From an optimization exercise on the open Yosys and OpenROAD flow, aimed at small area; shortcuts taken in it are not production practice. Only simulation tests tie the RTL to the original design; equivalence was not proved. The clock cells of runs 3 to 7 come from the design's own scripts or RTL, not from TritonCTS. The flow treats the clock pin as an ideal source. Dropping or thinning the clock tree relies on that and would not hold on a real chip. Power figures rest on the tool's default switching activity, not on a simulated workload.

==> flow/design.v (outline; a module is shown in full before it is edited, if it fits) <==
// module sample_tick_gen: 26 lines
// module square_osc: 19 lines
// module walk_core: 1068 lines
// module walk_fa: 10 lines
// module walk_ha: 9 lines
// module walk_cfg_regs: 42 lines
// module dk_walk: 15 lines
// module walk_sound_top: 43 lines
module walk_sound_top (
    input  logic                                      clk,
    input  logic                                      rst_n,
    input  logic                                      reg_wr,
    input  logic [1:0]                                reg_addr,
    input  logic [15:0]                               reg_wdata,
    output logic [15:0]                               reg_rdata,
    output logic                                      sample_valid,
    output logic signed [walk_snd_pkg::sample_w-1:0] sample_out
);
  // ...
==> flow/flow/run.sh <==
#!/bin/bash
# The standard layout (the standard.sh, with its synthesis unchanged), with two
# changes: the port buffers are the smallest buffer cell, and the clock tree is built
# with clkbuf_8 cells in large sink clusters and without dummy loads.
set -euo pipefail
export BUFFER_PORTS_ARGS="-buffer_cell sky130_fd_sc_hd__buf_1"
export CTS_ARGS="-sink_clustering_enable -repair_clock_nets -dont_use_dummy_load -buf_list sky130_fd_sc_hd__clkbuf_8 -sink_clustering_size 100 -sink_clustering_max_diameter 500"
bash standard.sh > standard.log 2>&1
==> flow/standard.sh <==
#!/bin/bash
# synth_recipe.tcl (not shown) runs the flow's synth.tcl, then flattens the netlist and writes it again
# the make line also repeats each setting of config.mk as NAME=value (left out here)
make -C /OpenROAD-flow-scripts/flow DESIGN_CONFIG=/design/flow/config.mk WORK_HOME=/design/flow/orfs CLKGATE_MAP_FILE= SYNTH_SCRIPT=/design/flow/synth_recipe.tcl "${@:-finish}"
==> flow/config.mk <==
export PLATFORM = sky130hd
export DESIGN_NAME = walk_sound_top
export DESIGN_NICKNAME = walk_sound_top
export VERILOG_FILES = /design/flow/design.v
export SDC_FILE = /design/flow/constraint.sdc
export NUM_CORES = 4
export LEC_CHECK = 0
export CAP_MARGIN = 20
export CORE_MARGIN = 2
export CORE_UTILIZATION = 40
export SLEW_MARGIN = 20
export SYNTH_HIERARCHICAL = 1
export SYNTH_MINIMUM_KEEP_SIZE = 0
==> flow/constraint.sdc <==
create_clock -name core_clock -period 14.0 [get_ports {clk}]
set_input_delay 2.8000 -clock core_clock [delete_from_list [all_inputs] [get_ports {clk}]]
set_output_delay 2.8000 -clock core_clock [all_outputs]
set_load 0.01 [all_outputs]
==> results by group, run 1 <==
Clock tree
  – CTS tree: done
  – CTS Buffer Depth: 2

Layout
  – Total Nets Final: between 1,500 and 2,000
  – Seq area share: 16.1%
  – Final core utilization: 43.3%
  – Max reg flops: 15
  – Area occupied by multi-input gates: about 11,000 µm²
  – Final clock-cell share: about 1.6%
  – Final instance area: 15,000 µm²

Worst setup path
  – Crit. path cell count: 41
  – Critical Path Slowest Stage Cell: fa_2
  – Crit path max fanout: 4

Global routing
  – Congestion Overflow GR: 0
  – First-pass GRT wire length: 48,000 µm

Synthesis
  – Ys flop type: dfxtp_1
  – Largest area contributor in the netlist: fa_1
  – Top cell type's share of synthesized area: 34.8%
  – Seq/Total Area, Yosys: between 10% and 20%
  – EDFF count, synth: 0

Detailed routing
  – Top Layer Used: met4
  – Met2 WL: between 10,000 and 15,000 µm

Job
  – Max-cap viol count: 0

Pwr
  – Sw Pwr: 1320 µW
  – Clock share of power: under 10%
  – Cell Int Power: between 1000 and 1500 µW
  – Seq. pwr: around 500 µW

Floorplanning
  – IO Pins: 54
  – Row Count: a little under 70

Status
  – Status: timing/DRC/antenna clean
==> inputs of run 2 (changes only) <==
--- a/flow/design.v
+++ b/flow/design.v
@@ -531,29 +531,29 @@
     wire n496 = en ? we : en_d[0];
     wire n497 = en ? en_d[0] : en_d[1];
     wire n498 = en ? en_d[1] : en_d[2];
     wire n499 = en ? vco_out : gate_d[0];
     wire n500 = en ? gate_d[0] : gate_d[1];
     wire n501 = en ? gate_d[1] : gate_d[2];
     wire n502 = en & integ & gate_d[2];
     wire n503 = n502 ? en_d[2] : env_x;
-    wire n504 = n502 & env_a[0];
-    wire n505 = n502 & env_a[1];
-    wire n506 = n502 & env_a[2];
-    wire n507 = n502 & env_a[3];
-    wire n508 = n502 & env_a[4];
-    wire n509 = n502 & env_a[5];
-    wire n510 = n502 & env_a[6];
-    wire n511 = n502 & env_a[7];
-    wire n512 = n502 & env_a[8];
-    wire n513 = n502 & env_a[9];
-    wire n514 = n502 & env_a[10];
-    wire n515 = n502 & env_a[11];
-    wire n516 = n502 & env_a[12];
+    wire n504 = n502 & ~env_a[0];
+    wire n505 = n502 & ~env_a[1];
+    wire n506 = n502 & ~env_a[2];
+    wire n507 = n502 & ~env_a[3];
+    wire n508 = n502 & ~env_a[4];
+    wire n509 = n502 & ~env_a[5];
+    wire n510 = n502 & ~env_a[6];
+    wire n511 = n502 & ~env_a[7];
+    wire n512 = n502 & ~env_a[8];
+    wire n513 = n502 & ~env_a[9];
+    wire n514 = n502 & ~env_a[10];
+    wire n515 = n502 & ~env_a[11];
+    wire n516 = n502 & ~env_a[12];
     wire n517 = n502 & env_x;
     wire n518, n519;
     walk_ha u_n518 (.a(n506), .b(n504), .s(n518), .co(n519));
     wire n520, n521;
     walk_fa u_n520 (.a(n507), .b(n505), .c(n519), .s(n520), .co(n521));
     wire n522, n523;
     walk_fa u_n522 (.a(n508), .b(n506), .c(n521), .s(n522), .co(n523));
     wire n524, n525;
@@ -616,91 +616,91 @@
     wire n588, n589;
     walk_fa u_n588 (.a(~n517), .b(n530), .c(n540), .s(n588), .co(n589));
     wire n591 = (n585 & n587) | (n585 & n588) | (n587 & n588);
     wire n592, n593;
     walk_fa u_n592 (.a(n532), .b(n542), .c(n589), .s(n592), .co(n593));
     wire n594 = n591 ^ n592;
     wire n595 = n591 | n592;
     wire n596, n597;
-    walk_fa u_n596 (.a(env_a[0]), .b(n547), .c(~n534), .s(n596), .co(n597));
+    walk_fa u_n596 (.a(env_a[0]), .b(~n547), .c(n534), .s(n596), .co(n597));
     wire n598, n599;
-    walk_fa u_n598 (.a(~n596), .b(n543), .c(n593), .s(n598), .co(n599));
+    walk_fa u_n598 (.a(n596), .b(n543), .c(n593), .s(n598), .co(n599));
     wire n600 = n595 ^ n598;
     wire n601 = n595 | n598;
     wire n602, n603;
-    walk_ha u_n602 (.a(n536), .b(n599), .s(n602), .co(n603));
+    walk_ha u_n602 (.a(env_a[1]), .b(n536), .s(n602), .co(n603));
     wire n604, n605;
-    walk_fa u_n604 (.a(env_a[1]), .b(n517), .c(n597), .s(n604), .co(n605));
+    walk_fa u_n604 (.a(~n517), .b(n597), .c(n602), .s(n604), .co(n605));
     wire n606, n607;
-    walk_fa u_n606 (.a(~n604), .b(n601), .c(n602), .s(n606), .co(n607));
+    walk_fa u_n606 (.a(n604), .b(n599), .c(n601), .s(n606), .co(n607));
     wire n608, n609;
-    walk_ha u_n608 (.a(n538), .b(n603), .s(n608), .co(n609));
+    walk_ha u_n608 (.a(env_a[2]), .b(n538), .s(n608), .co(n609));
     wire n610, n611;
-    walk_fa u_n610 (.a(env_a[2]), .b(n605), .c(~n607), .s(n610), .co(n611));
-    wire n612 = n608 ^ n610;
-    wire n613 = ~n608 & n610;
+    walk_fa u_n610 (.a(n603), .b(n605), .c(n608), .s(n610), .co(n611));
+    wire n612 = n610 ^ n607;
+    wire n613 = n610 | n607;
     wire n614, n615;
-    walk_ha u_n614 (.a(n540), .b(n609), .s(n614), .co(n615));
+    walk_ha u_n614 (.a(env_a[3]), .b(n540), .s(n614), .co(n615));
     wire n616, n617;
-    walk_fa u_n616 (.a(env_a[3]), .b(n611), .c(~n614), .s(n616), .co(n617));
-    wire n618, n619;
-    walk_ha u_n618 (.a(n613), .b(n616), .s(n618), .co(n619));
+    walk_fa u_n616 (.a(n609), .b(n611), .c(n614), .s(n616), .co(n617));
+    wire n618 = n616 ^ n613;
+    wire n619 = n616 | n613;
     wire n620, n621;
-    walk_ha u_n620 (.a(n542), .b(n615), .s(n620), .co(n621));
+    walk_ha u_n620 (.a(env_a[4]), .b(n542), .s(n620), .co(n621));
     wire n622, n623;
-    walk_fa u_n622 (.a(env_a[4]), .b(n617), .c(~n620), .s(n622), .co(n623));
-    wire n624, n625;
-    walk_ha u_n624 (.a(n619), .b(n622), .s(n624), .co(n625));
+    walk_fa u_n622 (.a(n615), .b(n617), .c(n620), .s(n622), .co(n623));
+    wire n624 = n622 ^ n619;
+    wire n625 = n622 | n619;
     wire n626, n627;
-    walk_ha u_n626 (.a(n543), .b(n621), .s(n626), .co(n627));
+    walk_ha u_n626 (.a(env_a[5]), .b(n543), .s(n626), .co(n627));
     wire n628, n629;
-    walk_fa u_n628 (.a(env_a[5]), .b(n517), .c(n623), .s(n628), .co(n629));
+    walk_fa u_n628 (.a(~n517), .b(n621), .c(n626), .s(n628), .co(n629));
     wire n630, n631;
-    walk_fa u_n630 (.a(~n626), .b(n625), .c(n628), .s(n630), .co(n631));
+    walk_fa u_n630 (.a(n623), .b(n628), .c(n625), .s(n630), .co(n631));
     wire n632, n633;
-    walk_fa u_n632 (.a(env_a[6]), .b(~n627), .c(n629), .s(n632), .co(n633));
-    wire n634, n635;
-    walk_ha u_n634 (.a(n631), .b(n632), .s(n634), .co(n635));
-    wire n636 = env_a[7] ^ n633;
-    wire n637 = env_a[7] | n633;
-    wire n638, n639;
-    walk_ha u_n638 (.a(n635), .b(~n636), .s(n638), .co(n639));
-    wire n640 = env_a[8] ^ n637;
-    wire n641 = env_a[8] | n637;
-    wire n642, n643;
-    walk_ha u_n642 (.a(n639), .b(~n640), .s(n642), .co(n643));
-    wire n644 = env_a[9] ^ n641;
-    wire n645 = env_a[9] | n641;
-    wire n646, n647;
-    walk_ha u_n646 (.a(n643), .b(~n644), .s(n646), .co(n647));
-    wire n648 = env_a[10] ^ n645;
-    wire n649 = env_a[10] | n645;
-    wire n650, n651;
-    walk_ha u_n650 (.a(n647), .b(~n648), .s(n650), .co(n651));
-    wire n652 = env_a[11] ^ n649;
-    wire n653 = env_a[11] | n649;
-    wire n654, n655;
-    walk_ha u_n654 (.a(n651), .b(~n652), .s(n654), .co(n655));
+    walk_fa u_n632 (.a(env_a[6]), .b(n627), .c(n629), .s(n632), .co(n633));
+    wire n634 = n632 ^ n631;
+    wire n635 = n632 | n631;
+    wire n636, n637;
+    walk_ha u_n636 (.a(env_a[7]), .b(n633), .s(n636), .co(n637));
+    wire n638 = n636 ^ n635;
+    wire n639 = n636 | n635;
+    wire n640, n641;
+    walk_ha u_n640 (.a(env_a[8]), .b(n637), .s(n640), .co(n641));
+    wire n642 = n640 ^ n639;
+    wire n643 = n640 | n639;
+    wire n644, n645;
+    walk_ha u_n644 (.a(env_a[9]), .b(n641), .s(n644), .co(n645));
+    wire n646 = n644 ^ n643;
+    wire n647 = n644 | n643;
+    wire n648, n649;
+    walk_ha u_n648 (.a(env_a[10]), .b(n645), .s(n648), .co(n649));
+    wire n650 = n648 ^ n647;
+    wire n651 = n648 | n647;
+    wire n652, n653;
+    walk_ha u_n652 (.a(env_a[11]), .b(n649), .s(n652), .co(n653));
+    wire n654 = n652 ^ n651;
+    wire n655 = n652 | n651;
     wire n656 = env_a[12] ^ n653;
-    wire n657 = env_a[12] | n653;
-    wire n658 = n655 ^ ~n656;
-    wire n660 = ~(gate_d[2] & env_a[0]);
-    wire n661 = ~(gate_d[2] & env_a[1]);
-    wire n662 = ~(gate_d[2] & env_a[2]);
-    wire n663 = ~(gate_d[2] & env_a[3]);
-    wire n664 = ~(gate_d[2] & env_a[4]);
-    wire n665 = ~(gate_d[2] & env_a[5]);
-    wire n666 = ~(gate_d[2] & env_a[6]);
-    wire n667 = ~(gate_d[2] & env_a[7]);
-    wire n668 = ~(gate_d[2] & env_a[8]);
-    wire n669 = ~(gate_d[2] & env_a[9]);
-    wire n670 = ~(gate_d[2] & env_a[10]);
-    wire n671 = ~(gate_d[2] & env_a[11]);
-    wire n672 = ~(gate_d[2] & env_a[12]);
+    wire n658 = n656 ^ n655;
+    wire n659 = n656 | n655;
+    wire n660 = ~(gate_d[2] & ~env_a[0]);
+    wire n661 = ~(gate_d[2] & ~env_a[1]);
+    wire n662 = ~(gate_d[2] & ~env_a[2]);
+    wire n663 = ~(gate_d[2] & ~env_a[3]);
+    wire n664 = ~(gate_d[2] & ~env_a[4]);
+    wire n665 = ~(gate_d[2] & ~env_a[5]);
+    wire n666 = ~(gate_d[2] & ~env_a[6]);
+    wire n667 = ~(gate_d[2] & ~env_a[7]);
+    wire n668 = ~(gate_d[2] & ~env_a[8]);
+    wire n669 = ~(gate_d[2] & ~env_a[9]);
+    wire n670 = ~(gate_d[2] & ~env_a[10]);
+    wire n671 = ~(gate_d[2] & ~env_a[11]);
+    wire n672 = ~(gate_d[2] & ~env_a[12]);
     wire n673 = gate_d[2] & env_x;
     wire n674, n675;
     walk_ha u_n674 (.a(n660), .b(hp_a[0]), .s(n674), .co(n675));
     wire n676 = n661 ^ n673;
     wire n677 = n661 | n673;
     wire n678, n679;
     walk_fa u_n678 (.a(hp_a[1]), .b(n675), .c(~n676), .s(n678), .co(n679));
     wire n680, n681;
@@ -1114,28 +1114,28 @@
     always_ff @(posedge clk) begin
         if (!rst_n) begin
             lpc_s <= 13'd8191;
             vco_v <= 13'd8191;
             vco_st <= 1'd1;
             vco_out <= 1'd0;
             en_d <= 3'd0;
             gate_d <= 3'd0;
-            env_a <= 13'd0;
+            env_a <= 13'd8191;
             env_x <= 1'd0;
             hp_a <= 14'd16383;
             lp_s <= 15'd0;
         end else begin
             lpc_s <= {n200, n196, n192, n188, n184, n180, n176, ~n172, ~n168, ~n162, ~n156, n150, ~n142};
             vco_v <= {~n379, ~n375, ~n371, ~n367, ~n363, ~n359, ~n355, n349, n343, n337, n331, ~n325, ~n319};
             vco_st <= n494;
             vco_out <= n495;
             en_d <= {n498, n497, n496};
             gate_d <= {n501, n500, n499};
-            env_a <= {n658, n654, n650, n646, n642, n638, n634, n630, n624, n618, ~n612, ~n606, n600};
+            env_a <= {~n658, ~n654, ~n650, ~n646, ~n642, ~n638, ~n634, n630, ~n624, ~n618, ~n612, n606, ~n600};
             env_x <= n503;
             hp_a <= {~n854, ~n850, ~n846, ~n842, ~n838, ~n834, ~n830, ~n826, ~n822, ~n818, n814, ~n810, ~n804, ~n796};
             lp_s <= {n1095, n1091, n1087, n1083, n1079, n1073, n1065, n1057, n1049, n1039, n1029, n1019, n1009, n999, n991};
         end
     end
 endmodule
 module walk_fa (
     input  logic a,
==> run 2 against run 1 <==
Net effect: combinational power barely moved; first-iteration DRC count rose by 8.6%; critical endpoint unchanged; still clean on timing, DRC and antenna; sequential power about the same; sequential cell count did not move.
==> results by group, run 2 <==
Worst setup path
  – Crit path kind: flop to flop
  – Startpoint Class: flop
  – Critical path data required time: ~14,000 ps
  – Crit. End Element: flop
  – Crit path max fanout: 4 (unchanged)
  – Slowest Stage Delay on Critical Path: 580 ps
  – Worst R2R Setup Slack: 400 ps
  – CP arrival: 13,900 ps
  – Critical Path Slowest Stage Cell: fa_2
  – Critical Path Most Common Cell: fa_1

Pwr
  – Sw Pwr: 1340 µW (+1.5%)
  – Comb pwr share: 74.0%
  – Clock share of power: 8.3% (+0.2 points)
  – Sequential power share: between 10% and 20%
  – Tot Pwr: approximately 2800 µW
  – Sw Share: roughly 48%
  – Leakage: between 0.006 and 0.007 µW
  – Pwr dens: roughly 190 nW/µm²
  – Peak VDD IR: a little under 600 µV
  – Cell Int Power: 1450 µW (-2.3%)

Detailed routing
  – DRC viols: 0
  – Vias/cell: ~5.2
  – DR iter-0 viols: between 400 and 500
  – WL per Instance: between 10 and 15 µm
  – Final wirelength: ~27,000 µm
  – Vias: 9,584
  – Number of routed nets with antenna violations: 0
  – DRT Pass-1 Iters: 5

Placement
  – Input/output buffers: 37
  – DP Area: ~15,000 µm²
  – DP HPWL: between 20,000 and 25,000 µm
  – Dpl ws: -141 ps
  – GPL Wtd Cong: 0.819

Layout
  – Commonest non-fill, non-tap cells in the layout: fa_1 (232), inv_1 (145), ha_1 (130)
  – Total Nets Final: 1,795 (-0.17%)
  – Max reg flops: 15 (unchanged)
  – Most common cell after layout, fill and taps aside: fa_1
  – FILL cells: 3,363
  – Largest regs: u_walk.u_core.lp_s: 15 flops, u_walk.u_core.hp_a: 14 flops
  – ANT cells: 0
  – Share of cells above drive strength 1: between 5 and 6%
  – Final instance area: 14,800 µm² (-0.93%)
  – Most flops, register: u_walk.u_core.lp_s
  – Synthesis-to-finish area growth: 6.61%

Synthesis
  – EDFF count, synth: 0 (unchanged)
  – Ys flop type: dfxtp_1
  – Asr flop ratio synth: 0%
  – Seq/Total Area, Yosys: 17.3% (+0.14 points)
  – Commonest cells post-synth: fa_1 (244), inv_1 (146), ha_1 (130)
  – Avg Cell Area, Syn: a little over 10 µm²
  – Synthesized instance count: roughly 1,400
  – Synth cell types: 75
  – Dominant cells by area after synthesis: fa_1 (35%), dfxtp_1 (17%), ha_1 (12%)
  – Synth warn: 11
  – FF+latch count, synth: 120
  – Post-Syn Area: about 14,000 µm²
  – Most numerous cell in the Yosys netlist: fa_1
  – Largest area contributor in the netlist: fa_1
  – Top cell type's share of synthesized area: 35.1% (+0.29 points)

Clock tree
  – CTS Buffer Depth: 2 (unchanged)
  – Number of buffers created by CTS: 17
  – CTS tree: done
  – Root buf cell: clkbuf_8
  – CTS sink cnt: 120
  – H-tree levels: 4
  – Worst-path clk slew: around 90 ps
  – Clk latency of the worst-skew pair: 440 ps
  – Hold Buf Count CTS: 0

Global routing
  – Vias in the first global route: 9,892
  – Initial antenna violation count: 0
  – Congestion Overflow GR: 0 (unchanged)
  – Total track usage: 16.1%
  – Largest net degree at the start of global routing: 58
  – First-pass GRT wire length: 47,700 µm (-0.80%)

Floorplanning
  – Row Count: 68 (unchanged)
  – Starting Density: between 40 and 50%
  – Die area: approximately 36,000 µm²
  – Die height: 191 µm
  – IO Pins: 54 (unchanged)
  – Die width: 191 µm
  – Core region area: around 34,000 µm²

Timing
  – Slew Viols, Final: 0
  – Setup violators final: 0
  – Final min period: approximately 14,000 ps
  – Tightest Pin Transition: about 980 ps
  – Fin crit share: between 90% and 100%
  – Fmax: 73.5 MHz
  – Setup total negative slack: 0 ps
  – Worst rel slew slack: between 30% and 40%
  – Final Hold Violating Endpoints: 0
  – Setup Skew: 31.1 ps
  – Fin Hold WS: about 470 ps
  – Fin worst setup slack: around 400 ps

Min path
  – HP Class: flop to flop

Status
  – Status: timing/DRC/antenna clean

Job
  – Max-cap viol count: 0 (unchanged)
==> run 2: changes by cell type after synthesis, sizes merged, moves of 4 or more <==
cell     delta
nor2b       -7
o2111ai     +4
nand2b     +13
nor2       +32
and2       -20
inv        -13
clkbuf      -8
buf         +4
maj3        -4
==> run 2: timing repair <==
item	CTS	global route
pin swaps	3	6
setup endpoints to repair	2	3
buffers inserted	0	1
resized for setup	6	17
==> run 2: critical path, delay by kind of cell (launching register included) <==
family | cells | cell delay, ps
simple gates | 3 | 330
compound gates | 2 | 360
buf+inv | 1 | 80
flops | 1 | 340
fa+ha+maj | 33 | 12050
xor+xnor | 2 | 310
==> run 2: cells by family (layout without fill, tap and decap cells) <==
family | after synthesis | after routing | share of synthesized area (%)
adders and majority gates | 379 | 379 | 47.2
and+or+nand+nor | 408 | 408 | 15.1
AOI/OAI and AO/OA | 200 | 200 | 9.68
other | 1 | 8 | 0.0270
xor gates and xnor gates | 18 | 18 | 1.13
muxes | 46 | 46 | 3.79
buffers and inverters | 196 | 219 | 5.80
DFF | 120 | 120 | 17.3
==> run 2: area by class of cell <==
cell class                      instances  area [µm²]  area share, %
Tap cell                              455         569           3.84
Sequential cell                       120        2400           16.2
Clock buffer                           17         234           1.58
Timing Repair Buffer                   54         270           1.82
Inverter                              148         556           3.75
Multi-Input combinational cell       1059       10800           72.8
==> run 2: power by group through the flow <==
stage	Sequential, µW	Clock [µW]	Combinational (µW)
final	494	231	2060
after CTS	496	241	2070
after detailed placement	504	0	2050
after floorplan	470	0	1590
after global routing	508	255	2420
after global placement	504	0	2010
==> run 2: per-layer routing <==
| metal | vias up | GRT usage, % | share of wire (%) |
|---|---|---|---|
| met5 | - | 0 | 0 |
| met1 | 4802 | 21.4 | 46 |
| li1 | 4660 | - | - |
| met2 | 106 | 28.2 | 51 |
| met3 | 16 | 2.39 | 2.1 |
| met4 | 0 | 2.95 | 0.72 |
==> run 2: per-stage QoR <==
step	utilization (%)	instances
floorplan	-	1375
global placement	42.2	1835
detailed placement	42.2	1835
CTS	43.0	1852
global route	43.2	1853
finish	43.2	1853
==> run 2: per-module statistics from Yosys (local to each module, per instance) <==
module | flops+latches | cells | cell area, µm²
walk_core | 77 | 734 | 5340
sample_tick_gen | 12 | 73 | 637
dk_walk | 0 | 1 | 12.5
square_osc | 13 | 66 | 612
walk_fa | 0 | 1 | 20.0
walk_ha | 0 | 1 | 12.5
walk_cfg_regs | 13 | 81 | 687
walk_sound_top | 5 | 99 | 862
==> run 2: worst paths after layout <==
check / startpoint / end / cells past startpoint
setup / recovery: u_walk.u_core.gate_d[2] / u_walk.u_core.lp_s[14] / 41
hold / removal: u_tick.sample_cnt[2] / u_tick.sample_cnt[2] / 2
setup reg to reg: u_walk.u_core.gate_d[2] / u_walk.u_core.lp_s[14] / 41
hold reg to reg: u_tick.sample_cnt[2] / u_tick.sample_cnt[2] / 2
==> inputs of run 3 (changes only) <==
==> flow/flow/run.sh (replaced) <==
#!/bin/bash
# The standard layout (the standard.sh, with its synthesis unchanged), with two
# changes: the port buffers are the smallest buffer cell, and the clock tree is a
# small balanced one built by flow/cts_tree.tcl (one root and 2^levels leaf buffers).
set -euo pipefail
export BUFFER_PORTS_ARGS="-buffer_cell sky130_fd_sc_hd__buf_1"
export PRE_CTS_TCL="$PWD/flow/cts_tree.tcl"
export MY_CTS_BUF=sky130_fd_sc_hd__clkbuf_16
export MY_CTS_ROOT=sky130_fd_sc_hd__clkbuf_8
export MY_CTS_LEVELS=2
bash standard.sh > standard.log 2>&1
==> flow/flow/cts_tree.tcl (new file) <==
# A small clock tree in place of TritonCTS: the clock port drives one root
# buffer, which drives one leaf buffer per group of registers; the groups are
# formed by splitting the registers by position (median cuts). Sourced by
# ORFS's cts.tcl as PRE_CTS_TCL; clock_tree_synthesis is then skipped.
set block [ord::get_db_block]
set buf_master [[ord::get_db] findMaster $::env(MY_CTS_BUF)]
set root_master [[ord::get_db] findMaster $::env(MY_CTS_ROOT)]
set clk_net [$block findNet clk]
set sinks {}
foreach it [$clk_net getITerms] {
  if { [$it isInputSignal] || [[$it getMTerm] getSigType] == "CLOCK" || [$it isInput] } {
    lappend sinks $it
  }
}
puts "my_cts: [llength $sinks] sinks"

proc it_xy { it } {
  set inst [$it getInst]
  set b [$inst getBBox]
  return [list [expr ([$b xMin] + [$b xMax]) / 2] [expr ([$b yMin] + [$b yMax]) / 2]]
}

# recursive median split into 2^levels groups
proc split_groups { items levels } {
  if { $levels == 0 || [llength $items] < 2 } { return [list $items] }
  set xs {}; set ys {}
  foreach it $items { lassign [it_xy $it] x y; lappend xs $x; lappend ys $y }
  set dx [expr [tcl::mathfunc::max {*}$xs] - [tcl::mathfunc::min {*}$xs]]
  set dy [expr [tcl::mathfunc::max {*}$ys] - [tcl::mathfunc::min {*}$ys]]
  set idx [expr { $dx >= $dy ? 0 : 1 }]
  set sorted [lsort -command [list cmp_xy $idx] $items]
  set h [expr [llength $sorted] / 2]
  return [concat [split_groups [lrange $sorted 0 [expr $h - 1]] [expr $levels - 1]] \
                 [split_groups [lrange $sorted $h end] [expr $levels - 1]]]
}
proc cmp_xy { idx a b } {
  set va [lindex [it_xy $a] $idx]; set vb [lindex [it_xy $b] $idx]
  if { $va < $vb } { return -1 } elseif { $va > $vb } { return 1 } else { return 0 }
}

set groups [split_groups $sinks $::env(MY_CTS_LEVELS)]
set root [odb::dbInst_create $block $root_master "myclk_root"]
set root_out [odb::dbNet_create $block "myclk_root_net"]
$root_out setSigType CLOCK
# root input on the clock port net, output to the leaves
foreach mt [$root_master getMTerms] {
  set it [$root findITerm [$mt getName]]
  if { [$mt getSigType] == "POWER" || [$mt getSigType] == "GROUND" } { continue }
  if { [$mt getIoType] == "INPUT" } { $it connect $clk_net } elseif { [$mt getIoType] == "OUTPUT" } { $it connect $root_out }
}
set n 0
set lx 0; set ly 0
foreach g $groups {
  set sx 0; set sy 0
  foreach it $g { lassign [it_xy $it] x y; set sx [expr $sx + $x]; set sy [expr $sy + $y] }
  set cx [expr $sx / [llength $g]]; set cy [expr $sy / [llength $g]]
  set leaf [odb::dbInst_create $block $buf_master "myclk_leaf_$n"]
  set net [odb::dbNet_create $block "myclk_leaf_net_$n"]
  $net setSigType CLOCK
  foreach mt [$buf_master getMTerms] {
    set it [$leaf findITerm [$mt getName]]
    if { [$mt getIoType] == "INPUT" && [$mt getSigType] != "POWER" && [$mt getSigType] != "GROUND" } { $it connect $root_out }
    if { [$mt getIoType] == "OUTPUT" } { $it connect $net }
  }
  foreach it $g { $it disconnect; $it connect $net }
  $leaf setLocation [expr int($cx)] [expr int($cy)]
  $leaf setPlacementStatus PLACED
  set lx [expr $lx + $cx]; set ly [expr $ly + $cy]
  puts "my_cts: leaf $n drives [llength $g] sinks at $cx $cy"
  incr n
}
$root setLocation [expr int($lx / $n)] [expr int($ly / $n)]
$root setPlacementStatus PLACED
$clk_net setSigType CLOCK

# clock_tree_synthesis would rebuild the tree: skip it
rename clock_tree_synthesis orig_clock_tree_synthesis
proc clock_tree_synthesis { args } {
  puts "my_cts: clock_tree_synthesis skipped"
  set_propagated_clock [all_clocks]
}
==> run 3 against run 2 <==
Net effect: synthesized cell count unchanged; design area down 0.83%; clock power down 29%; first-iteration DRC count down 2.5%; maximum frequency about the same; critical path type unchanged; highest routed layer unchanged.
==> results by group, run 3 <==
Floorplanning
  – Die width: 191 µm (unchanged)
  – Starting Density: 40.5% (unchanged)
  – Row Count: 68 (unchanged)
  – Die height: 191 µm (unchanged)
  – Core region area: 34,400 µm² (unchanged)
  – Die area: 36,300 µm² (unchanged)
  – IO Pins: 54 (unchanged)

Synthesis
  – EDFF count, synth: 0 (unchanged)
  – Synth cell types: 75 (unchanged)
  – Commonest cells post-synth: fa_1 (244), inv_1 (146), ha_1 (130)
  – Dominant cells by area after synthesis: fa_1 (35%), dfxtp_1 (17%), ha_1 (12%)
  – Top cell type's share of synthesized area: 35.1% (unchanged)
  – Seq/Total Area, Yosys: 17.3% (unchanged)
  – Ys flop type: dfxtp_1
  – Synthesized instance count: 1,368 (unchanged)
  – FF+latch count, synth: 120 (unchanged)
  – Most numerous cell in the Yosys netlist: fa_1
  – Asr flop ratio synth: 0% (unchanged)
  – Post-Syn Area: 13,900 µm² (unchanged)
  – Avg Cell Area, Syn: 10.2 µm² (unchanged)
  – Synth warn: 11 (unchanged)
  – Largest area contributor in the netlist: fa_1

Detailed routing
  – WL per Instance: 14.7 µm (-0.34%)
  – DR iter-0 viols: 470 (-2.5%)
  – Met2 WL: 13,800 µm (-1.1%)
  – DRC viols: 0 (unchanged)
  – DRT Pass-1 Iters: 5 (unchanged)
  – Met1 wire length: 12,600 µm (-0.23%)
  – Vias: 9,546 (-0.40%)
  – Number of routed nets with antenna violations: 0 (unchanged)
  – Top Layer Used: met4
  – DR WL met3: 441 µm (-23%)
  – Vias/cell: 5.19 (+0.25%)
  – Final wirelength: 27,100 µm (-0.99%)

Timing
  – Fmax: 73.5 MHz (about the same)
  – Fin worst setup slack: 389 ps (-6.18 ps)
  – Final min period: 13,610 ps (+6.18 ps)
  – Setup total negative slack: 0 ps (unchanged)
  – Setup violators final: 0 (unchanged)
  – Setup Skew: 12.9 ps (-18.2 ps)
  – Tightest Pin Transition: 993 ps (+9.81 ps)
  – Worst rel slew slack: 33.7% (-0.14 points)
  – Fin crit share: 97.2% (about the same)
  – Final Hold Violating Endpoints: 0 (unchanged)
  – Slew Viols, Final: 0 (unchanged)

Layout
  – Most common cell after layout, fill and taps aside: fa_1
  – ANT cells: 0 (unchanged)
  – Final instance area: 14,700 µm² (-0.83%)
  – Post-Layout Cell Count: 1,841 (-0.65%)
  – FILL cells: 3,362 (-0.030%)
  – Commonest non-fill, non-tap cells in the layout: fa_1 (233), inv_1 (145), ha_1 (130)
  – Share of cells above drive strength 1: 4.91% (-0.89 points)
  – Largest regs: u_walk.u_core.lp_s: 15 flops, u_walk.u_core.hp_a: 14 flops
  – Total Nets Final: 1,783 (-0.67%)
  – Most flops, register: u_walk.u_core.lp_s
  – Max reg flops: 15 (unchanged)
  – Synthesis-to-finish area growth: 5.73%

Placement
  – Input/output buffers: 37 (unchanged)
  – DP Area: 14,500 µm² (unchanged)
  – Cells after DPL: 1,835 (unchanged)
  – GPL Wtd Cong: 0.819 (unchanged)
  – Dpl ws: -141 ps (unchanged)
  – DP HPWL: 22,700 µm (unchanged)

Worst setup path
  – Crit path kind: flop to flop
  – Critical Path Slowest Stage Cell: fa_2
  – Crit path max fanout: 4 (unchanged)
  – Crit. End Element: flop
  – CP arrival: 13,900 ps (about the same)
  – Startpoint Class: flop
  – Worst R2R Setup Slack: 390 ps (about the same)
  – Slowest Stage Delay on Critical Path: 580 ps (about the same)
  – Critical Path Most Common Cell: fa_1
  – Critical path data required time: 14,290 ps (about the same)

Pwr
  – Peak VDD IR: 589 µV (about the same)
  – Leakage: 0.00620 µW (-1.0%)
  – Pwr dens: 184 nW/µm² (-2.0%)
  – Tot Pwr: 2710 µW (-2.8%)

Min path
  – HP Class: flop to flop

Global routing
  – Total track usage: 15.5% (-0.68 points)
  – Congestion Overflow GR: 0 (unchanged)
  – Initial antenna violation count: 0 (unchanged)
  – First-pass GRT wire length: 47,300 µm (-0.75%)
  – Largest net degree at the start of global routing: 58 (unchanged)
  – Vias in the first global route: 9,851 (-0.41%)

Status
  – Status: timing/DRC/antenna clean

Clock tree
  – Worst-path clk slew: 120 ps (+30 ps)
  – Clk latency of the worst-skew pair: 390 ps (-50 ps)

Job
  – Max-cap viol count: 0 (unchanged)
==> run 3: repair_timing <==
action / 4_1_cts / 5_1_grt
hold buffers: 0 / 0
endpoints found under the hold margin: 0 / 0
gates resized for setup: 6 / 16
setup buffers: 0 / 1
setup endpoints to repair: 2 / 3
cloned: 0 / 0
pin swaps: 3 / 6
==> run 3: worst max-delay path: cells and delay by family, from the launching register on <==
family / cells / cell delay, ps
DFF: 1 / 350
and+or+nand+nor: 3 / 330
xor gates and xnor gates: 2 / 310
AOI/OAI and AO/OA: 2 / 360
buffers and inverters: 1 / 80
adders and majority gates: 33 / 12090
==> run 3: final timing paths <==
kind | start | end | cells past startpoint
max | u_walk.u_core.gate_d[2] | u_walk.u_core.lp_s[14] | 41
min reg2reg | u_tick.sample_cnt[2] | u_tick.sample_cnt[2] | 2
min | u_tick.sample_cnt[2] | u_tick.sample_cnt[2] | 2
max reg2reg | u_walk.u_core.gate_d[2] | u_walk.u_core.lp_s[14] | 41
==> run 3: per-stage QoR <==
stage	hold slack (ps)	utilization (%)
after detailed placement	460	42.2
final	477	42.8
after CTS	479	42.6
after floorplan	440	-
after global placement	449	42.2
after global routing	508	42.8
==> run 3: kinds of logic after synthesis <==
| group | synth area share, % |
|---|---|
| compound gates | 9.68 |
| xor+xnor | 1.13 |
| fa+ha+maj | 47.2 |
| buf+inv | 5.80 |
| flops | 17.3 |
| mux | 3.79 |
| other cells | 0.0270 |
| simple gates | 15.1 |
==> run 3: Yosys stat by module, one instance, submodules excluded <==
| module | flip-flops and latches | cells inside | area [µm²] |
|---|---|---|---|
| walk_ha | 0 | 1 | 12.5 |
| dk_walk | 0 | 1 | 12.5 |
| walk_cfg_regs | 13 | 81 | 687 |
| walk_core | 77 | 734 | 5340 |
| sample_tick_gen | 12 | 73 | 637 |
| walk_fa | 0 | 1 | 20.0 |
| square_osc | 13 | 66 | 612 |
| walk_sound_top | 5 | 99 | 862 |
==> run 3: power by group <==
part	leakage [µW]	switching [µW]	internal [µW]	total, µW
logic	0.00516	1120	936	2050
clock network	0.0000565	106	59.1	165
registers	0.000982	91.1	403	494
total	0.00620	1310	1400	2710
==> run 3: area by class of cell <==
cell class | instances | area [µm²] | share of cell area (%)
Timing Repair Buffer | 54 | 270 | 1.84
Sequential cell | 120 | 2400 | 16.3
Buffer | 5 | 114 | 0.774
Tap cell | 455 | 569 | 3.87
Inverter | 148 | 556 | 3.78
Multi-Input combinational cell | 1059 | 10800 | 73.4
==> run 3: per-layer routing <==
metal,vias to the layer above,GRT usage (%)
met5,-,0
met4,0,1.37
met3,15,0.515
met2,96,27.9
met1,4793,21.5
li1,4642,-
==> inputs of run 4 (changes only) <==
--- a/flow/flow/run.sh
+++ b/flow/flow/run.sh
@@ -6,6 +6,6 @@
 export BUFFER_PORTS_ARGS="-buffer_cell sky130_fd_sc_hd__buf_1"
 export PRE_CTS_TCL="$PWD/flow/cts_tree.tcl"
-export MY_CTS_BUF=sky130_fd_sc_hd__clkbuf_16
+export MY_CTS_BUF=sky130_fd_sc_hd__clkbuf_8
 export MY_CTS_ROOT=sky130_fd_sc_hd__clkbuf_8
-export MY_CTS_LEVELS=2
+export MY_CTS_LEVELS=3
 bash standard.sh > standard.log 2>&1
--- a/flow/config.mk
+++ b/flow/config.mk
@@ -8,5 +8,5 @@
 export CAP_MARGIN = 20
 export CORE_MARGIN = 2
-export CORE_UTILIZATION = 40
+export CORE_UTILIZATION = 50
 export SLEW_MARGIN = 20
 export SYNTH_HIERARCHICAL = 1
==> run 4 against run 3 <==
Net effect: still clean on timing, DRC and antenna; worst hold slack got worse by 4.2 ps; critical path depth unchanged; cell count decreased by 3.9%; design area decreased by 0.59%; sequential power increased by 0.8%; critical path type unchanged.
==> results by group, run 4 <==
Clock tree
  – Hold Buf Count CTS: 0 (unchanged)
  – Worst-path clk slew: 110 ps (about the same)
  – Clk latency of the worst-skew pair: 420 ps (+30 ps)

Timing
  – Setup total negative slack: 0 ps (unchanged)
  – Setup Skew: 15.4 ps (+2.47 ps)
  – Tightest Pin Transition: 1010 ps (+20.7 ps)
  – Slew Viols, Final: 0 (unchanged)
  – Worst rel slew slack: 31.8% (-1.9 points)
  – Final min period: 13,540 ps (-75.3 ps)
  – Setup violators final: 0 (unchanged)
  – Fin worst setup slack: 464 ps (+75.3 ps)
  – Fin crit share: 96.7% (-0.54 points)
  – Fmax: 73.9 MHz (+0.56%)
  – Final Hold Violating Endpoints: 0 (unchanged)

Worst setup path
  – Crit. End Element: flop
  – Startpoint Class: flop
  – CP arrival: 13,850 ps (-50 ps)
  – Crit path max fanout: 4 (unchanged)
  – Critical path data required time: 14,310 ps (+20 ps)
  – Worst R2R Setup Slack: 460 ps (+80 ps)
  – Critical Path Slowest Stage Cell: fa_1
  – Critical Path Most Common Cell: fa_1
  – Cell count of the worst reg-to-reg path: 41 (unchanged)
  – Crit path kind: flop to flop
  – Slowest Stage Delay on Critical Path: 550 ps (-30 ps)

Placement
  – DP HPWL: 22,600 µm (-0.63%)
  – GPL Wtd Cong: 0.807 (-1.5%)
  – Dpl ws: -127 ps (+14.1 ps)
  – Input/output buffers: 37 (unchanged)
  – DP Area: 14,400 µm² (-0.61%)
  – Cells after DPL: 1,759 (-4.1%)

Layout
  – Most common cell after layout, fill and taps aside: fa_1
  – Commonest non-fill, non-tap cells in the layout: fa_1 (234), inv_1 (145), ha_1 (130)
  – Final instance area: 14,600 µm² (-0.59%)
  – FILL cells: 2,525 (-25%)
  – Most flops, register: u_walk.u_core.lp_s
  – Synthesis-to-finish area growth: 5.11%
  – Share of cells above drive strength 1: 5.03% (+0.13 points)
  – Total Nets Final: 1,788 (+0.28%)
  – ANT cells: 0 (unchanged)
  – Area occupied by multi-input gates: 10,800 µm² (about the same)
  – FF/Latch Area: 2400 µm² (unchanged)
  – Largest regs: u_walk.u_core.lp_s: 15 flops, u_walk.u_core.hp_a: 14 flops
  – Final core utilization: 53.1% (+10 points)
  – Max reg flops: 15 (unchanged)
  – Post-Layout Cell Count: 1,769 (-3.9%)

Synthesis
  – Asr flop ratio synth: 0% (unchanged)
  – Dominant cells by area after synthesis: fa_1 (35%), dfxtp_1 (17%), ha_1 (12%)
  – Largest area contributor in the netlist: fa_1
  – EDFF count, synth: 0 (unchanged)
  – Synth warn: 11 (unchanged)
  – Avg Cell Area, Syn: 10.2 µm² (unchanged)
  – Synthesized instance count: 1,368 (unchanged)
  – Ys flop type: dfxtp_1
  – Most numerous cell in the Yosys netlist: fa_1
  – Top cell type's share of synthesized area: 35.1% (unchanged)
  – Commonest cells post-synth: fa_1 (244), inv_1 (146), ha_1 (130)
  – Seq/Total Area, Yosys: 17.3% (unchanged)
  – Post-Syn Area: 13,900 µm² (unchanged)
  – Synth cell types: 75 (unchanged)
  – FF+latch count, synth: 120 (unchanged)

Detailed routing
  – Vias/cell: 5.36 (+3.4%)
  – Final wirelength: 27,100 µm (about the same)
  – Vias: 9,489 (-0.60%)
  – WL per Instance: 15.3 µm (+4.1%)
  – DR iter-0 viols: 463 (-1.5%)
  – DRT Pass-1 Iters: 4 (-1)
  – DRC viols: 0 (unchanged)
  – Number of routed nets with antenna violations: 0 (unchanged)

Global routing
  – Vias in the first global route: 9,743 (-1.1%)
  – First-pass GRT wire length: 47,600 µm (+0.55%)
  – Initial antenna violation count: 0 (unchanged)
  – Total track usage: 19.7% (+4.2 points)
  – Congestion Overflow GR: 0 (unchanged)
  – Largest net degree at the start of global routing: 83 (+43%)

Pwr
  – Peak VDD IR: 678 µV (+15%)
  – Pwr dens: 187 nW/µm² (+1.5%)
  – Leakage: 0.00622 µW (+0.26%)

Floorplanning
  – Die area: 29,200 µm² (-20%)
  – Starting Density: 50.5% (+10 points)
  – Die height: 171 µm (-10%)
  – Core region area: 27,600 µm² (-20%)
  – Row Count: 61 (-10%)
  – IO Pins: 54 (unchanged)
  – Die width: 171 µm (-10%)

Job
  – Max-cap viol count: 0 (unchanged)

Status
  – Status: timing/DRC/antenna clean

Min path
  – HP Class: flop to flop
  – Hold Path Cell Cnt: 2 (unchanged)
-- run 4: cell type report --
cell class | instances | share of cell area, %
inverter | 148 | 3.80
buffer | 9 | 0.847
tap | 378 | 3.23
multi-input combinational | 1059 | 73.8
sequential | 120 | 16.4
timing repair buffer | 55 | 1.90
-- run 4: metrics by stage --
stage | total power (µW) | hold slack, ps
2_1_floorplan | 2060 | 440
3_3_place_gp | 2520 | 449
3_5_place_dp | 2560 | 459
4_1_cts | 2750 | 476
5_1_grt | 3130 | 490
6_report | 2740 | 473
-- run 4: final timing paths --
kind	from	end
worst max-delay path	u_walk.u_core.gate_d[2]	u_walk.u_core.lp_s[14]
worst min register to register	u_tick.sample_cnt[2]	u_tick.sample_cnt[2]
worst min-delay path	u_tick.sample_cnt[2]	u_tick.sample_cnt[2]
worst max register to register	u_walk.u_core.gate_d[2]	u_walk.u_core.lp_s[14]
-- run 4: kinds of logic after synthesis --
kind of cell / synth area share (%)
simple gates: 15.1
xor+xnor: 1.13
compound gates: 9.68
mux: 3.79
flops: 17.3
fa+ha+maj: 47.2
other cells: 0.0270
buf+inv: 5.80
-- run 4: timing repair --
item                                    CTS  global route
pin swaps                                 4             7
endpoints found under the setup margin    2             3
buffers inserted                          0             1
resized for setup                         7            12
-- run 4: routing by layer --
layer	vias to the layer above	GRT usage, %	wire (µm)
li1	4647	-	-
met1	4710	28.1	12700
met2	114	34.2	13400
met3	18	1.09	685
met4	0	2.43	347
met5	-	0	0
-- run 4: power breakdown --
part	internal (µW)	switching, µW	total, µW
clock network	58.2	114	172
registers	403	95.3	498
logic	937	1130	2070
total	1400	1340	2740
-- run 4: per-module statistics from Yosys, one instance, submodules excluded --
module	times used	flops+latches	cell area (µm²)	cells inside
walk_core	1	77	5340	734
walk_sound_top	1	5	862	99
walk_cfg_regs	1	13	687	81
sample_tick_gen	1	12	637	73
square_osc	1	13	612	66
walk_fa	244	0	20.0	1
dk_walk	1	0	12.5	1
walk_ha	70	0	12.5	1
-- run 4: critical path: cells and delay by family, from the launching register on --
| kind | cells | cell delay [ps] |
|---|---|---|
| AOI/OAI and AO/OA | 2 | 320 |
| xor gates and xnor gates | 2 | 310 |
| adders and majority gates | 33 | 12080 |
| buffers and inverters | 1 | 60 |
| DFF | 1 | 350 |
| and+or+nand+nor | 3 | 290 |
==> inputs of run 5 (changes only) <==
--- a/flow/config.mk
+++ b/flow/config.mk
@@ -8,5 +8,5 @@
 export CAP_MARGIN = 20
 export CORE_MARGIN = 2
-export CORE_UTILIZATION = 50
+export CORE_UTILIZATION = 40
 export SLEW_MARGIN = 20
 export SYNTH_HIERARCHICAL = 1
==> run 5 against run 4 <==
Net effect: highest routed layer unchanged; via count rose by 0.21%; register-to-register slack worse by 60 ps; synthesized area is the same.
==> results by group, run 5 <==
Detailed routing
  – DRT Pass-1 Iters: 5 (+1)
  – Vias: 9,509 (+0.21%)
  – Vias/cell: 5.15 (-3.9%)
  – WL per Instance: 14.8 µm (-3.7%)
  – Final wirelength: 27,200 µm (+0.47%)
  – DR iter-0 viols: 516 (+11%)
  – Number of routed nets with antenna violations: 0 (unchanged)
  – DRC viols: 0 (unchanged)

Synthesis
  – Largest area contributor in the netlist: fa_1
  – Seq/Total Area, Yosys: 17.3% (unchanged)
  – Synth Area in Simple Gates: 15.1% (unchanged)
  – Top cell type's share of synthesized area: 35.1% (unchanged)
  – Synth warn: 11 (unchanged)
  – Multiplexer share of the synthesized area: 3.79% (unchanged)
  – Ys flop type: dfxtp_1
  – Synth Area in XOR/XNOR: 1.13% (unchanged)
  – Most numerous cell in the Yosys netlist: fa_1
  – Commonest cells post-synth: fa_1 (244), inv_1 (146), ha_1 (130)
  – Avg Cell Area, Syn: 10.2 µm² (unchanged)
  – Post-Synth Adder-Cell Area: 47.2% (unchanged)
  – Synthesized instance count: 1,368 (unchanged)
  – Asr flop ratio synth: 0% (unchanged)
  – Synth cell types: 75 (unchanged)
  – EDFF count, synth: 0 (unchanged)
  – Post-Syn Area: 13,900 µm² (unchanged)
  – Post-synthesis compound-gate area fraction: 9.68% (unchanged)
  – Largest family of logic cells by synthesized area: adder cells
  – FF+latch count, synth: 120 (unchanged)
  – Dominant cells by area after synthesis: fa_1 (35%), dfxtp_1 (17%), ha_1 (12%)

Worst setup path
  – Worst R2R Setup Slack: 400 ps (-60 ps)
  – CP arrival: 13,920 ps (+70 ps)
  – CP startpoint: u_walk.u_core.gate_d[2]
  – R2R Path End: u_walk.u_core.lp_s[14]
  – Reg2reg start: u_walk.u_core.gate_d[2]
  – Startpoint Class: flop
  – CP endpoint: u_walk.u_core.lp_s[14]
  – Critical Path Slowest Stage Cell: fa_1
  – Critical Path Most Common Cell: fa_1
  – Crit. End Element: flop
  – Cell count of the worst reg-to-reg path: 41 (unchanged)
  – Critical path data required time: 14,330 ps (+20 ps)
  – Slowest Stage Delay on Critical Path: 560 ps (about the same)
  – Crit path kind: flop to flop
  – Crit path max fanout: 4 (unchanged)

Layout
  – Most flops, register: u_walk.u_core.lp_s
  – Commonest non-fill, non-tap cells in the layout: fa_1 (234), inv_1 (145), ha_1 (130)
  – Most common cell after layout, fill and taps aside: fa_1
  – Final core utilization: 42.8% (-10 points)
  – Synthesis-to-finish area growth: 5.78%
  – Share of cells above drive strength 1: 5.11% (+0.076 points)
  – ANT cells: 0 (unchanged)
  – Max reg flops: 15 (unchanged)
  – Largest regs: u_walk.u_core.lp_s: 15 flops, u_walk.u_core.hp_a: 14 flops
  – Total Nets Final: 1,787 (-0.056%)

Timing
  – Setup violators final: 0 (unchanged)
  – Fin Hold WS: 479 ps (+5.66 ps)
  – Tightest Pin Transition: 976 ps (-37.4 ps)
  – Final min period: 13,600 ps (+63.0 ps)
  – Setup Skew: 22.2 ps (+6.75 ps)
  – Fmax: 73.5 MHz (-0.46%)
  – Fin crit share: 97.1% (+0.45 points)
  – RSZ-0062 raised after global routing: false
  – Worst rel slew slack: 34.3% (+2.5 points)
  – Final Hold Violating Endpoints: 0 (unchanged)
  – Slew Viols, Final: 0 (unchanged)

Placement
  – DP HPWL: 22,700 µm (+0.63%)
  – GPL Wtd Cong: 0.819 (+1.5%)
  – Input/output buffers: 37 (unchanged)

Floorplanning
  – Die height: 191 µm (+12%)
  – Starting Density: 40.5% (-10 points)
  – Die area: 36,300 µm² (+24%)
  – IO Pins: 54 (unchanged)
  – Row Count: 68 (+11%)
  – Die width: 191 µm (+12%)
  – Core region area: 34,400 µm² (+25%)

Job
  – Max-cap viol count: 0 (unchanged)

Status
  – Status: timing/DRC/antenna clean

Clock tree
  – Hold Buf Count CTS: 0 (unchanged)
  – Clk latency of the worst-skew pair: 430 ps (about the same)
  – Worst-path clk slew: 120 ps (about the same)

Global routing
  – Largest net degree at the start of global routing: 58 (-30%)
  – Vias in the first global route: 9,844 (+1.0%)
  – Congestion Overflow GR: 0 (unchanged)
  – First-pass GRT wire length: 47,500 µm (-0.16%)
  – Total track usage: 15.6% (-4.1 points)
  – Initial antenna violation count: 0 (unchanged)

Min path
  – HP Class: flop to flop

Pwr
  – Peak VDD IR: 577 µV (-15%)
  – Leakage: 0.00621 µW (about the same)
  – Pwr dens: 185 nW/µm² (-1.2%)
-- run 5: cell counts after synthesis --
No cell type changed its count.
-- run 5: logic make-up after synthesis --
family | Yosys count
AND/OR/NAND/NOR | 408
buffers and inverters | 196
XOR/XNOR | 18
multiplexers | 46
adder cells (fa/ha/maj) | 379
other | 1
flip-flops | 120
AO/OA/AOI/OAI | 200
-- run 5: final cells by class --
type                       count  area (µm²)
fill                        3359       19700
multi-input combinational   1059       10800
sequential                   120        2400
tap                          455         569
inverter                     148         556
timing repair buffer          54         270
buffer                         9         124
-- run 5: layer usage --
layer	wire, µm	global-route usage [%]	vias up
met3	578	0.902	18
li1	-	-	4650
met4	240	1.28	0
met2	13800	28.1	111
met5	0	0	-
met1	12600	21.4	4730
-- run 5: worst min path at each step --
| stage | from | end | slack [ps] | cells after the start |
|---|---|---|---|---|
| finish | u_tick.sample_cnt[2] | u_tick.sample_cnt[2] | 480 | 2 |
| global route | u_regs.tick_div[7] | u_regs.tick_div[7] | 510 | 2 |
| CTS | u_tick.sample_cnt[2] | u_tick.sample_cnt[2] | 480 | 2 |
| detailed placement | u_tick.sample_cnt[2] | u_tick.sample_cnt[2] | 460 | 2 |
| global placement | u_tick.sample_cnt[2] | u_tick.sample_cnt[2] | 450 | 2 |
| floorplan | u_tick.sample_cnt[2] | u_tick.sample_cnt[2] | 440 | 2 |
-- run 5: Yosys stat by module (local to each module, per instance) --
module           flops+latches  cell area [µm²]  cells inside
dk_walk                      0             12.5             1
sample_tick_gen             12              637            73
square_osc                  13              612            66
walk_cfg_regs               13              687            81
walk_core                   77             5340           734
walk_fa                      0             20.0             1
walk_ha                      0             12.5             1
walk_sound_top               5              862            99
-- run 5: timing repair --
action                                  CTS  global route
endpoints found under the setup margin    1             3
pin swaps                                 2             5
resized for setup                         6            15
cloned                                    0             0
buffers inserted                          0             1
-- run 5: worst max-delay path: cells and delay by family (launching register included) --
family / cells / cell delay [ps]
flops: 1 / 350
fa+ha+maj: 33 / 12100
compound gates: 2 / 350
simple gates: 3 / 330
xor+xnor: 2 / 310
buf+inv: 1 / 80
-- run 5: stage by stage --
step                cells  instance area [µm²]  setup slack [ps]  power [µW]  setup TNS (ps)
floorplan            1375                13900               116        2060               0
global placement     1835                14500             -63.1        2520           -63.1
detailed placement   1835                14500              -141        2560            -141
CTS                  1844                14700              9.42        2750               0
global route         1845                14700              10.3        3120               0
finish               1845                14700               401        2720               0
-- run 5: where the power goes --
part | switching, µW | leakage [µW] | internal [µW]
clock network | 113 | 0.0000647 | 58.2
registers | 91.8 | 0.000982 | 403
logic | 1120 | 0.00517 | 937
total | 1320 | 0.00621 | 1400
==> inputs of run 6 (changes only) <==
--- a/flow/config.mk
+++ b/flow/config.mk
@@ -6,8 +6,8 @@
 export NUM_CORES = 4
 export LEC_CHECK = 0
-export CAP_MARGIN = 20
+export CAP_MARGIN = 0
 export CORE_MARGIN = 2
 export CORE_UTILIZATION = 40
-export SLEW_MARGIN = 20
+export SLEW_MARGIN = 0
 export SYNTH_HIERARCHICAL = 1
 export SYNTH_MINIMUM_KEEP_SIZE = 0
==> run 6 against run 5 <==
Net effect: still clean on timing, DRC and antenna; total power did not move; die area did not move; utilization did not move; synthesized area did not move; critical path type unchanged; largest cell class unchanged; highest routed layer unchanged.
==> results by group, run 6 <==
Detailed routing
  – DR iter-0 viols: 516 (unchanged)
  – Number of routed nets with antenna violations: 0 (unchanged)
  – WL per Instance: 14.8 µm (unchanged)
  – DRC viols: 0 (unchanged)
  – DRT Pass-1 Iters: 5 (unchanged)
  – Vias/cell: 5.15 (unchanged)
  – Vias: 9,509 (unchanged)
  – Final wirelength: 27,200 µm (unchanged)

Min path
  – HP Class: flop to flop

Timing
  – Setup violators final: 0 (unchanged)
  – Fmax: 73.5 MHz (unchanged)
  – Worst rel slew slack: 34.3% (unchanged)
  – Fin Hold WS: 479 ps (unchanged)
  – Setup total negative slack: 0 ps (unchanged)
  – Slew Viols, Final: 0 (unchanged)
  – RSZ-0062 raised after global routing: false
  – Fin crit share: 97.1% (unchanged)
  – Tightest Pin Transition: 976 ps (unchanged)
  – Final min period: 13,600 ps (unchanged)
  – Final Hold Violating Endpoints: 0 (unchanged)
  – Setup Skew: 22.2 ps (unchanged)

Worst setup path
  – Crit. End Element: flop
  – Slowest Stage Delay on Critical Path: 560 ps (about the same)
  – Startpoint Class: flop
  – CP arrival: 13,920 ps (about the same)
  – Critical Path Most Common Cell: fa_1
  – Critical path data required time: 14,330 ps (about the same)
  – Crit path kind: flop to flop
  – Critical Path Slowest Stage Cell: fa_1
  – Crit path max fanout: 4 (unchanged)

Synthesis
  – Commonest cells post-synth: fa_1 (244), inv_1 (146), ha_1 (130)
  – Largest area contributor in the netlist: fa_1
  – Top cell type's share of synthesized area: 35.1% (unchanged)
  – Synthesized instance count: 1,368 (unchanged)
  – Dominant cells by area after synthesis: fa_1 (35%), dfxtp_1 (17%), ha_1 (12%)
  – EDFF count, synth: 0 (unchanged)
  – Post-Syn Area: 13,900 µm² (unchanged)
  – Ys flop type: dfxtp_1
  – Avg Cell Area, Syn: 10.2 µm² (unchanged)
  – Most numerous cell in the Yosys netlist: fa_1
  – Seq/Total Area, Yosys: 17.3% (unchanged)
  – Synth warn: 11 (unchanged)
  – Asr flop ratio synth: 0% (unchanged)
  – FF+latch count, synth: 120 (unchanged)
  – Synth cell types: 75 (unchanged)

Layout
  – Max reg flops: 15 (unchanged)
  – Most flops, register: u_walk.u_core.lp_s
  – Commonest non-fill, non-tap cells in the layout: fa_1 (234), inv_1 (145), ha_1 (130)
  – Total Nets Final: 1,787 (unchanged)
  – Most common cell after layout, fill and taps aside: fa_1
  – Final core utilization: 42.8% (unchanged)
  – Share of cells above drive strength 1: 5.11% (unchanged)
  – Largest regs: u_walk.u_core.lp_s: 15 flops, u_walk.u_core.hp_a: 14 flops
  – ANT cells: 0 (unchanged)
  – Post-Layout Cell Count: 1,845 (unchanged)
  – FILL cells: 3,359 (unchanged)
  – Synthesis-to-finish area growth: 5.78% (unchanged)

Clock tree
  – Worst-path clk slew: 120 ps (about the same)
  – Clk latency of the worst-skew pair: 430 ps (about the same)
  – Hold Buf Count CTS: 0 (unchanged)

Floorplanning
  – Die height: 191 µm (unchanged)
  – Die width: 191 µm (unchanged)
  – Die area: 36,300 µm² (unchanged)
  – Core region area: 34,400 µm² (unchanged)
  – Starting Density: 40.5% (unchanged)
  – Row Count: 68 (unchanged)
  – IO Pins: 54 (unchanged)

Pwr
  – Peak VDD IR: 577 µV (unchanged)
  – Tot Pwr: 2720 µW (unchanged)
  – Pwr dens: 185 nW/µm² (unchanged)
  – Leakage: 0.00621 µW (unchanged)

Status
  – Status: timing/DRC/antenna clean

Global routing
  – Initial antenna violation count: 0 (unchanged)
  – Largest net degree at the start of global routing: 58 (unchanged)
  – Total track usage: 15.6% (unchanged)
  – First-pass GRT wire length: 47,500 µm (unchanged)
  – Congestion Overflow GR: 0 (unchanged)
  – Vias in the first global route: 9,844 (unchanged)

Job
  – Max-cap viol count: 0 (unchanged)

Placement
  – GPL Wtd Cong: 0.819 (unchanged)
  – Input/output buffers: 37 (unchanged)
  – DP HPWL: 22,700 µm (unchanged)
  – Cells after DPL: 1,835 (unchanged)
[run 6: area by class of cell]
class | instances | area, µm² | share of cell area, %
multi-input cells | 1059 | 10800 | 73.3
repair buffers | 54 | 270 | 1.84
plain buffers | 9 | 124 | 0.842
well taps | 455 | 569 | 3.87
flip-flops and latches | 120 | 2400 | 16.3
inverters | 148 | 556 | 3.77
[run 6: kinds of logic after synthesis]
group	after synthesis	share of synthesized area, %
simple gates	408	15.1
compound gates	200	9.68
buf+inv	196	5.80
mux	46	3.79
fa+ha+maj	379	47.2
xor+xnor	18	1.13
other cells	1	0.0270
flops	120	17.3
[run 6: repair_timing]
| item | in CTS | in global routing |
|---|---|---|
| setup endpoints to repair | 1 | 3 |
| gates resized for setup | 6 | 15 |
| endpoints found under the hold margin | 0 | 0 |
| buffers inserted | 0 | 1 |
| pin swaps | 2 | 5 |
[run 6: per-module statistics from Yosys (local to each module, per instance)]
module	area [µm²]	times used	flops+latches
dk_walk	12.5	1	0
sample_tick_gen	637	1	12
square_osc	612	1	13
walk_cfg_regs	687	1	13
walk_core	5340	1	77
walk_fa	20.0	244	0
walk_ha	12.5	70	0
walk_sound_top	862	1	5
[run 6: worst max-delay path: cells and delay by family (launching register included)]
family / cells / cell delay, ps
adder cells (fa/ha/maj): 33 / 12100
flip-flops: 1 / 350
AO/OA/AOI/OAI: 2 / 350
AND/OR/NAND/NOR: 3 / 330
XOR/XNOR: 2 / 310
buffers and inverters: 1 / 80
[run 6: path summary, 6_finish.rpt]
| check | from | endpoint | slack (ps) | cells after the start |
|---|---|---|---|---|
| worst min-delay path | u_tick.sample_cnt[2] | u_tick.sample_cnt[2] | 480 | 2 |
| worst max register to register | u_walk.u_core.gate_d[2] | u_walk.u_core.lp_s[14] | 400 | 41 |
| worst max-delay path | u_walk.u_core.gate_d[2] | u_walk.u_core.lp_s[14] | 400 | 41 |
| worst min register to register | u_tick.sample_cnt[2] | u_tick.sample_cnt[2] | 480 | 2 |
[run 6: per-layer routing]
layer  global-route usage (%)  up-vias  wire (µm)
li1                         -     4650          -
met1                     21.4     4730      12600
met2                     28.1      111      13800
met3                    0.902       18        578
met4                     1.28        0        240
met5                        0        -          0
[run 6: power by group]
part / leakage, µW / switching (µW) / internal [µW] / total [µW]
clock network: 0.0000647 / 113 / 58.2 / 171
registers: 0.000982 / 91.8 / 403 / 494
logic: 0.00517 / 1120 / 937 / 2060
[run 6: per-stage QoR]
step / cell area [µm²] / worst slack [ps]
5_1_grt: 14700 / 10.3
4_1_cts: 14700 / 9.42
3_5_place_dp: 14500 / -141
6_report: 14700 / 401
2_1_floorplan: 13900 / 116
3_3_place_gp: 14500 / -63.1
==> inputs of run 7 (changes only) <==
--- a/flow/flow/run.sh
+++ b/flow/flow/run.sh
@@ -6,6 +6,6 @@
 export BUFFER_PORTS_ARGS="-buffer_cell sky130_fd_sc_hd__buf_1"
 export PRE_CTS_TCL="$PWD/flow/cts_tree.tcl"
-export MY_CTS_BUF=sky130_fd_sc_hd__clkbuf_8
+export MY_CTS_BUF=sky130_fd_sc_hd__clkbuf_4
 export MY_CTS_ROOT=sky130_fd_sc_hd__clkbuf_8
-export MY_CTS_LEVELS=3
+export MY_CTS_LEVELS=4
 bash standard.sh > standard.log 2>&1
--- a/flow/config.mk
+++ b/flow/config.mk
@@ -6,8 +6,8 @@
 export NUM_CORES = 4
 export LEC_CHECK = 0
-export CAP_MARGIN = 0
+export CAP_MARGIN = 20
 export CORE_MARGIN = 2
 export CORE_UTILIZATION = 40
-export SLEW_MARGIN = 0
+export SLEW_MARGIN = 20
 export SYNTH_HIERARCHICAL = 1
 export SYNTH_MINIMUM_KEEP_SIZE = 0
==> run 7 against run 6 <==
Net effect: worst hold slack worse by 1.0 ps; first-iteration DRC count decreased by 0.97%; cell count increased by 0.43%; sequential power is essentially flat; synthesized area is the same; critical path depth did not move; critical path type unchanged; critical endpoint unchanged; largest cell class unchanged; largest power group unchanged.
==> results by group, run 7 <==
Pwr
  – Peak VDD IR: 573 µV (-0.76%)
  – Tot Pwr: 2730 µW (+0.37%)
  – Pwr dens: 185 nW/µm² (+0.29%)
  – Leakage: 0.00623 µW (+0.22%)

Synthesis
  – Synth Area in Simple Gates: 15.1% (unchanged)
  – Multiplexer share of the synthesized area: 3.79% (unchanged)
  – Commonest cells post-synth: fa_1 (244), inv_1 (146), ha_1 (130)
  – Synth warn: 11 (unchanged)
  – Synthesized instance count: 1,368 (unchanged)
  – Ys flop type: dfxtp_1
  – Avg Cell Area, Syn: 10.2 µm² (unchanged)
  – Post-Syn Area: 13,900 µm² (unchanged)
  – Largest family of logic cells by synthesized area: adder cells
  – Post-synthesis compound-gate area fraction: 9.68% (unchanged)
  – Post-Synth Adder-Cell Area: 47.2% (unchanged)
  – Largest area contributor in the netlist: fa_1
  – Synth cell types: 75 (unchanged)
  – EDFF count, synth: 0 (unchanged)
  – Seq/Total Area, Yosys: 17.3% (unchanged)
  – FF+latch count, synth: 120 (unchanged)
  – Most numerous cell in the Yosys netlist: fa_1
  – Top cell type's share of synthesized area: 35.1% (unchanged)
  – Synth Area in XOR/XNOR: 1.13% (unchanged)
  – Asr flop ratio synth: 0% (unchanged)
  – Dominant cells by area after synthesis: fa_1 (35%), dfxtp_1 (17%), ha_1 (12%)

Job
  – Max-cap viol count: 0 (unchanged)

Min path
  – HP Class: flop to flop
  – Hold Path Cell Cnt: 2 (unchanged)

Floorplanning
  – Row Count: 68 (unchanged)
  – Die area: 36,300 µm² (unchanged)
  – IO Pins: 54 (unchanged)
  – Die width: 191 µm (unchanged)
  – Die height: 191 µm (unchanged)
  – Core region area: 34,400 µm² (unchanged)
  – Starting Density: 40.5% (unchanged)

Worst setup path
  – Worst R2R Setup Slack: 400 ps (about the same)
  – Crit path kind: flop to flop
  – Critical path data required time: 14,360 ps (+30 ps)
  – Slowest Stage Delay on Critical Path: 580 ps (+20 ps)
  – CP arrival: 13,970 ps (+50 ps)
  – Critical Path Most Common Cell: fa_1
  – Cell count of the worst reg-to-reg path: 41 (unchanged)
  – Startpoint Class: flop
  – Critical Path Slowest Stage Cell: fa_2
  – Crit. End Element: flop
  – Crit path max fanout: 4 (unchanged)

Timing
  – Fmax: 73.5 MHz (about the same)
  – Setup Skew: 28.0 ps (+5.82 ps)
  – Fin crit share: 97.2% (about the same)
  – Final min period: 13,600 ps (+5.00 ps)
  – Setup violators final: 0 (unchanged)
  – Worst rel slew slack: 33.4% (-0.94 points)
  – Slew Viols, Final: 0 (unchanged)
  – Tightest Pin Transition: 990 ps (+14.0 ps)
  – Final Hold Violating Endpoints: 0 (unchanged)

Clock tree
  – Clk latency of the worst-skew pair: 460 ps (+30 ps)
  – Worst-path clk slew: 110 ps (about the same)

Global routing
  – Initial antenna violation count: 1 (+1)
  – First-pass GRT wire length: 47,700 µm (+0.36%)
  – Largest net degree at the start of global routing: 58 (unchanged)
  – Congestion Overflow GR: 0 (unchanged)
  – Vias in the first global route: 9,949 (+1.1%)
  – Total track usage: 15.6% (+0.072 points)

Detailed routing
  – Vias/cell: 5.17 (+0.30%)
  – DRT Pass-1 Iters: 5 (unchanged)
  – Number of routed nets with antenna violations: 0 (unchanged)
  – DRC viols: 0 (unchanged)
  – WL per Instance: 14.8 µm (about the same)
  – Vias: 9,579 (+0.74%)
  – DR iter-0 viols: 511 (-0.97%)
  – Final wirelength: 27,400 µm (+0.43%)

Layout
  – Most flops, register: u_walk.u_core.lp_s
  – Total Nets Final: 1,795 (+0.45%)
  – Post-Layout Cell Count: 1,853 (+0.43%)
  – Synthesis-to-finish area growth: 5.87% (about the same)
  – Largest regs: u_walk.u_core.lp_s: 15 flops, u_walk.u_core.hp_a: 14 flops
  – ANT cells: 0 (unchanged)
  – Commonest non-fill, non-tap cells in the layout: fa_1 (233), inv_1 (145), ha_1 (130)
  – Most common cell after layout, fill and taps aside: fa_1
  – Share of cells above drive strength 1: 5.72% (+0.61 points)
  – Max reg flops: 15 (unchanged)

Placement
  – GPL Wtd Cong: 0.819 (unchanged)
  – Cells after DPL: 1,835 (unchanged)
  – DP HPWL: 22,700 µm (unchanged)
  – Input/output buffers: 37 (unchanged)

Status
  – Status: timing/DRC/antenna clean
## run 7: cell counts after synthesis
Identical to the previous run, type by type.
## run 7: power breakdown
| part | leakage [µW] | switching, µW | internal, µW |
|---|---|---|---|
| sequential | 0.000982 | 91.8 | 402 |
| combinational | 0.00516 | 1120 | 937 |
| clock | 0.0000808 | 119 | 59.1 |
## run 7: through the flow
stage               instance area [µm²]  setup slack (ps)  util (%)  setup TNS, ps  hold slack, ps
global route                      14700             -16.6      42.9          -16.6             505
CTS                               14700              53.3      42.7              0             477
detailed placement                14500              -141      42.2           -141             460
finish                            14700               396      42.9              0             478
global placement                  14500             -63.1      42.2          -63.1             449
floorplan                         13900               116         -              0             440
## run 7: cell type report
class | count | area (µm²)
Buffer | 17 | 134
Fill cell | 3379 | 19600
Inverter | 148 | 556
Multi-Input combinational cell | 1059 | 10800
Sequential cell | 120 | 2400
Tap cell | 455 | 569
Timing Repair Buffer | 54 | 270
## run 7: worst max-delay path: cells and delay by family (launching register included)
family	cells	cell delay (ps)
flops	1	350
xor+xnor	2	310
buf+inv	1	80
simple gates	3	330
compound gates	2	360
fa+ha+maj	33	12080
## run 7: path summary, 6_finish.rpt
| kind | from | end |
|---|---|---|
| max | u_walk.u_core.gate_d[2] | u_walk.u_core.lp_s[14] |
| min | u_tick.sample_cnt[2] | u_tick.sample_cnt[2] |
| max reg2reg | u_walk.u_core.gate_d[2] | u_walk.u_core.lp_s[14] |
| min reg2reg | u_tick.sample_cnt[2] | u_tick.sample_cnt[2] |
## run 7: cell families after synthesis
kind of cell / count (synthesis)
compound gates: 200
xor+xnor: 18
fa+ha+maj: 379
buf+inv: 196
flops: 120
mux: 46
other cells: 1
simple gates: 408
## run 7: Yosys stat by module (local to each module, per instance)
module,cells,area (µm²),flops+latches,times used
sample_tick_gen,73,637,12,1
walk_cfg_regs,81,687,13,1
square_osc,66,612,13,1
walk_ha,1,12.5,0,70
dk_walk,1,12.5,0,1
walk_fa,1,20.0,0,244
walk_core,734,5340,77,1
walk_sound_top,99,862,5,1
## run 7: timing repair
item	CTS	global route
setup buffers	0	1
setup endpoints to repair	2	3
pin swaps	3	6
gates resized for setup	6	16
hold buffers	0	0
## run 7: metal layers
metal | up-vias | part of all wire [%] | GRT usage [%]
li1 | 4672 | - | -
met1 | 4769 | 46 | 21.4
met2 | 106 | 51 | 28.1
met3 | 30 | 2.2 | 1.03
met4 | 2 | 1.2 | 1.70
met5 | - | 0.048 | 0

Check on run 7: ideal ports give 0.396 ns setup slack; a clkbuf_16 on the clock port and buf_2 on the inputs give 0.396 ns; moving port delays by the midpoint clock arrival (0.483 ns) as well gives 0.396 ns.
